This is an optimization exercise on Yosys and OpenROAD, whose aim is small area, a short achievable clock period and few clock cycles per item, not a production implementation.
No run shown here included a check of the RTL's function; only the layout flow was run.
Power is estimated from default activity; no workload was simulated.

==> flow/design.v (outline; a module is shown in full before it is edited, if it fits) <==
// module prefix_gcell: 12 lines
// module prefix_pcell: 11 lines
// module prefix_xcell: 7 lines
// module prefix_pgcell: 10 lines
// module prefix_pg0cell: 11 lines
// module prefix_sumcell: 9 lines
// module prefix_slice_adder: 2582 lines
// module prefix_add_unit: 59 lines
module prefix_add_unit (
  input  logic         clk_i,
  input  logic         rst_i,
  input  logic         flush_i,
  input  logic         req_valid_i,
  output logic         req_ready_o,
  input  logic [255:0] req_a_i,
  input  logic [255:0] req_b_i,
  input  logic         req_sub_i,
  input  logic         req_cin_i,
  output logic         resp_valid_o,
  input  logic         resp_ready_i,
  output logic [255:0] resp_sum_o,
  output logic         resp_cout_o,
  output logic         resp_ovf_o,
  output logic         busy_o
);
  // ...
==> flow/flow/run.sh <==
#!/bin/bash
# Standard ORFS layout, except that the port buffers are the smallest
# buffer cell (buf_1) instead of the cell buffer_ports picks by default.
set -e
echo 'export BUFFER_PORTS_ARGS = -buffer_cell sky130_fd_sc_hd__buf_1' >> "$FLOW_CONFIG"
bash standard.sh > standard.log 2>&1
==> flow/standard.sh <==
#!/bin/bash
# synth_recipe.tcl (not shown) runs the flow's synth.tcl, then flattens the netlist and writes it again
# the make line also repeats each setting of config.mk as NAME=value (left out here)
make -C /OpenROAD-flow-scripts/flow DESIGN_CONFIG=/design/flow/config.mk WORK_HOME=/design/flow/orfs CLKGATE_MAP_FILE= SYNTH_SCRIPT=/design/flow/synth_recipe.tcl "${@:-finish}"
==> flow/config.mk <==
export PLATFORM = sky130hd
export DESIGN_NAME = prefix_add_unit
export DESIGN_NICKNAME = prefix_add_unit
export VERILOG_FILES = /design/flow/design.v
export SDC_FILE = /design/flow/constraint.sdc
export NUM_CORES = 4
export LEC_CHECK = 0
export CAP_MARGIN = 20
export CORE_MARGIN = 2
export CORE_UTILIZATION = 30
export SETUP_SLACK_MARGIN = 1.5
export SLEW_MARGIN = 20
export SYNTH_HIERARCHICAL = 1
export SYNTH_MINIMUM_KEEP_SIZE = 0
export BUFFER_PORTS_ARGS = -buffer_cell sky130_fd_sc_hd__buf_1
==> flow/constraint.sdc <==
create_clock -name core_clock -period 5.5 [get_ports {clk_i}]
set_input_delay 1.1000 -clock core_clock [delete_from_list [all_inputs] [get_ports {clk_i}]]
set_output_delay 1.1000 -clock core_clock [all_outputs]
set_load 0.01 [all_outputs]
==> key figures, run 1 <==
Place
  – Final HPWL DP: 78800 µm
  – RD Place Congestion: 0.918
  – I/O Buffers: 779

Setup path
  – CP endpoint kind: flop
  – Reg-to-reg endpoint: sum_q[152]
  – Crit path cell chain: clkbuf_16, buf_16, buf_4, xnor2_2, o21ai_1, a21oi_2, o21ai_1, a21oi_2, o21ai_1, a21oi_2, o21ai_4, a21oi_4, inv_1, a21o_1, a21boi_1, xor2_1
  – CP top delay family: compound AO/OA/AOI/OAI gates
  – Startpoint Class: primary input

Pwr
  – LEAKAGE: 11.2 nW
  – Power per Cell Area: 302 nW/µm²
  – Power consumption: 0.00931 W
  – Seq pwr: 0.00270 W
  – Pwr top: combinational cells
  – Clock Power Share: 0.250

Drt
  – Via density: 4.91

Logic synthesis
  – Ys async rst share: 0
  – Top-area cell type share of the netlist area: 0.346
  – Number of synthesized flops with an enable pin: 258
  – Area leader, netlist: edfxtp_1
  – Mapped Area: 22400 µm²
  – Mux cell area share after synthesis: 0.000447
  – Syn Area/Cell: 8.71 µm²
  – Most common cell in the netlist: nand2_1

STA
  – TNS Setup: 0 ps
  – Setup WS post-layout: 1580 ps

Hold path
  – Hold endpoint: valid_q
  – Hold crit path type: reg2reg
  – Hold path cells: 2

Layout
  – Multi-input gate area: 16100 µm²
  – Buffers, non-clock: 882
  – Clock-cell share: 0.0367
  – Design area: 30900 µm²
  – Layout Nets: 4008
  – N_diodes: 8
  – Fraction of area in multi-input gates: 0.523
  – Final core occ: 0.417
  – Num sequential: 259

Global routing
  – Initial antenna violation count: 10
  – M3 GR Usage: 0.0393

CTS
  – Clock slew at reported path FFs: 60 ps
  – CTS tree: built

Floorplanning
  – Die Wd: 277 µm

Outcome
  – Status: complete, no violations
==> inputs of run 2 (changes only) <==
--- a/flow/config.mk
+++ b/flow/config.mk
@@ -10,3 +10,3 @@
 export CORE_UTILIZATION = 30
-export SETUP_SLACK_MARGIN = 1.5
+export SETUP_SLACK_MARGIN = 2.5
 export SLEW_MARGIN = 20
==> key figures, run 2 <==
Drt
  – Total Routed Length: 109000 µm
  – Vias: 23852
  – Final ANT Viol Nets: 0
  – Via density: 5.04 (+2.5%)
  – TritonRoute pass-1 iters: 5
  – DR WL/cell: 23.0 µm
  – Remaining DRCs: 0
  – DR iter-0 viols: 1207

Pwr
  – Logic pwr share: 0.547
  – Register share of total power: 0.243
  – LEAKAGE: 14.1 nW (+25%)
  – Cell-internal power: 0.00660 W
  – Psw: 0.00452 W
  – Power consumption: 0.0111 W (+19%)
  – Sw Ratio: 0.407
  – Peak supply drop: 174 µV
  – Power per Cell Area: 287 nW/µm² (-4.9%)
  – Clock Power Share: 0.210 (-0.040)

CTS
  – Sink Count: 259
  – # hold bufs at CTS: 0
  – Worst skew pair latency: 550 ps
  – CTS buffer count: 36
  – CTS root buf: clkbuf_16
  – Htree depth: 2
  – CTS Buffer Depth: 3
  – Clock slew at reported path FFs: 60 ps (about the same)
  – CTS tree: built

Setup path
  – Crit Path Class: in2reg
  – Crit path largest cell delay: 310 ps
  – Buffers plus inverters on the worst setup path: 6
  – CP top delay family: compound AO/OA/AOI/OAI gates
  – Worst Path Max Fanout: 8
  – Startpoint Class: primary input
  – Arr. time, crit path: 4120 ps
  – Worst Path Required: 5790 ps
  – CP endpoint kind: flop
  – Slowest CP cell: a21boi_4
  – Crit path cell chain: clkbuf_16, buf_16, buf_16, buf_16, xnor2_4, nand2_1, o21ai_1, a21oi_2, o21ai_2, a21oi_2, o21ai_2, a21oi_2, a21boi_4, inv_1, a21o_1, buf_4, a21boi_2, xor2_1

STA
  – Relative slew slack: 0.384
  – Slew Limit Fails: 0
  – FMAX: 261 MHz
  – Final Hold Vio Count: 0
  – Unrepaired setup endpoints after global routing: true
  – Worst-Margin Slew: 925 ps
  – TNS Setup: 0 ps (unchanged)
  – Setup WS post-layout: 1670 ps (+87.4 ps)
  – Clock Skews: 7.77 ps
  – Period utilization: 0.696
  – Period minus WS final: 3830 ps
  – Setup violators final: 0

Layout
  – Design area: 38700 µm² (+26%)
  – FILL cells: 6464
  – Area grow syn2layout: 73.2%
  – Layout Nets: 4249 (+6.0%)
  – Most frequent cells in the layout: 774 x buf_1, 336 x xor2_1, 317 x nand2_1, 258 x edfxtp_1, 171 x buf_4
  – Number of flip-flops under the largest register name: 256
  – Commonest non-fill, non-tap cell in the layout: buf_1
  – Layout cells sized above 1: 0.403
  – Top reg by flops: sum_q

Floorplanning
  – Die height: 277 µm
  – Die footprint: 76800 µm²
  – Core area: 74100 µm²
  – Initial core utilization: 0.302
  – Io pins: 780
  – Die Wd: 277 µm (unchanged)
  – Row count: 100

Outcome
  – Status: complete, no violations

Logic synthesis
  – Dominant synthesized flop cell: edfxtp_1
  – Number of synthesized flops with an enable pin: 258 (unchanged)
  – Top-area cell type share of the netlist area: 0.346 (unchanged)
  – Syn Area/Cell: 8.71 µm² (unchanged)
  – Mapped Area: 22400 µm² (unchanged)
  – Sequential fraction of the synthesis area: 0.347
  – Syn. warnings: 7
  – Commonest cells post-synth: 426 x nand2_1, 385 x xor2_1, 383 x xnor2_1, 352 x o21ai_1, 279 x nor2_1
  – Ranking of synthesized cells by area: edfxtp_1 35%, xor2_1 15%, xnor2_1 15%
  – Most common cell in the netlist: nand2_1
  – Area leader, netlist: edfxtp_1
  – Post-synthesis register bit count: 259
  – Ys async rst share: 0 (unchanged)
  – Synth cell types: 18
  – Gate Count Post-Synth: 2569
  – Mapped Nets: 3088

Place
  – I/O Buffers: 779 (unchanged)
  – Place WS: 479 ps
  – Final HPWL DP: 80000 µm (+1.4%)
  – Placed Area: 27900 µm²
  – RD Place Congestion: 0.979 (+6.7%)

Hold path
  – Hold crit path type: reg2reg

Global routing
  – Grt met2 use: 0.470
  – Met1 Resource Use GR: 0.315
  – M3 GR Usage: 0.0448 (+0.00548)
  – Largest net degree at the start of global routing: 131
  – Vias in the first global route: 24293
  – GRT Max-Usage Layer: met2
  – First-pass GRT wire length: 152000 µm
  – GR Overflow Total: 0
  – Gr usage total: 0.264
  – Initial antenna violation count: 10 (unchanged)

Job
  – Max-cap violations: 0
==> run 2: cell counts after synthesis <==
No cell type changed its count.
==> run 2: layout make-up <==
type / instances / area [µm²] / share of cell area
clock buffer: 43 / 958 / 0.0247
inverter: 127 / 477 / 0.0123
timing repair buffer: 1124 / 6800 / 0.176
antenna: 11 / 27.5 / 0.000710
sequential: 259 / 7770 / 0.200
multi-input combinational: 2182 / 21300 / 0.551
clock inverter: 20 / 163 / 0.00420
tap: 969 / 1210 / 0.0313
==> run 2: final timing paths <==
| path | startpoint | end | slack (ps) | depth (start not counted) |
|---|---|---|---|---|
| setup / recovery | req_sub_i | sum_q[249] | 1670 | 18 |
| hold / removal | valid_q | valid_q | 690 | 2 |
| setup reg to reg | valid_q | sum_q[178] | 3320 | 3 |
| hold reg to reg | valid_q | valid_q | 690 | 2 |
==> run 2: stage by stage <==
step | util | hold WS [ps] | std cells
2_1_floorplan | - | 671 | 2569
3_5_place_dp | 0.377 | 670 | 4343
3_3_place_gp | 0.377 | 679 | 4343
6_report | 0.523 | 688 | 4735
5_1_grt | 0.523 | 722 | 4734
4_1_cts | 0.484 | 682 | 4638
==> run 2: worst register-to-register path: stages (launching register included) <==
cell	delay (ps)
dfxtp_1	330
nor2b_4	150
nor3b_4	520
buf_12	520
==> run 2: cell families (layout without fill, tap and decap cells) <==
| kind of cell | Yosys count | in the layout | synth area share |
|---|---|---|---|
| xor+xnor | 769 | 769 | 0.301 |
| simple gates | 708 | 708 | 0.120 |
| compound gates | 704 | 704 | 0.209 |
| flops | 259 | 259 | 0.347 |
| buf+inv | 128 | 1314 | 0.0216 |
| mux | 1 | 1 | 0.000447 |
| other cells | 0 | 11 | 0 |
==> run 2: repair_timing <==
item	4_1_cts	5_1_grt
setup buffers	217	83
endpoints found under the setup margin	244	238
resized for setup	871	410
cloned	15	3
pin swaps	194	142
==> run 2: power by group through the flow <==
stage	registers, W	logic [W]	clock network, W
detailed placement	0.00274	0.00395	0
floorplan	0.00287	0.00252	0
global route	0.00273	0.00643	0.00245
CTS	0.00270	0.00532	0.00237
finish	0.00271	0.00608	0.00233
global placement	0.00274	0.00393	0
==> run 2: routing by layer <==
metal | wire (µm) | up-vias
met5 | 0 | -
met3 | 6100 | 262
met1 | 42600 | 11631
met2 | 54500 | 934
met4 | 5480 | 0
li1 | - | 11025
==> run 2: Yosys stat by module, one instance, submodules excluded, excerpt <==
| module | flops+latches | copies in the design |
|---|---|---|
| prefix_pg0cell | 0 | 1 |
| prefix_pgcell | 0 | 255 |
| prefix_xcell | 0 | 256 |
| prefix_add_unit | 259 | 1 |

re-timing with driven ports:
The results above use ideal ports. As a check the final layouts listed here were re-extracted and re-timed, cells and wires unchanged.
Step 1 sets driving cells, clkbuf_16 on the clock port and buf_2 on the other inputs (assumed; they add their load-dependent delay and slew).
Step 2 also shifts input and output timing later by t, the mid clock arrival at the registers, as if the neighbouring blocks saw the same clock.
Slacks: no drivers / after step 1 / after step 2; pairs: no drivers / after step 1.
| run | shift t [ns] | setup slack, ns | worst setup path at the end | slew at the worst register clock pin (ns) |
|---|---|---|---|---|
| run 1 | 0.602 | 1.583 / 1.604 / 1.002 | input to register | 0.06 / 0.06 |
| run 2 | 0.620 | 1.671 / 1.567 / 0.947 | input to register | 0.06 / 0.06 |
After both steps every run listed still meets setup and hold. For run 2, which loses most, drivers alone change the setup slack by -0.104 ns; drivers and shift together by -0.724 ns.
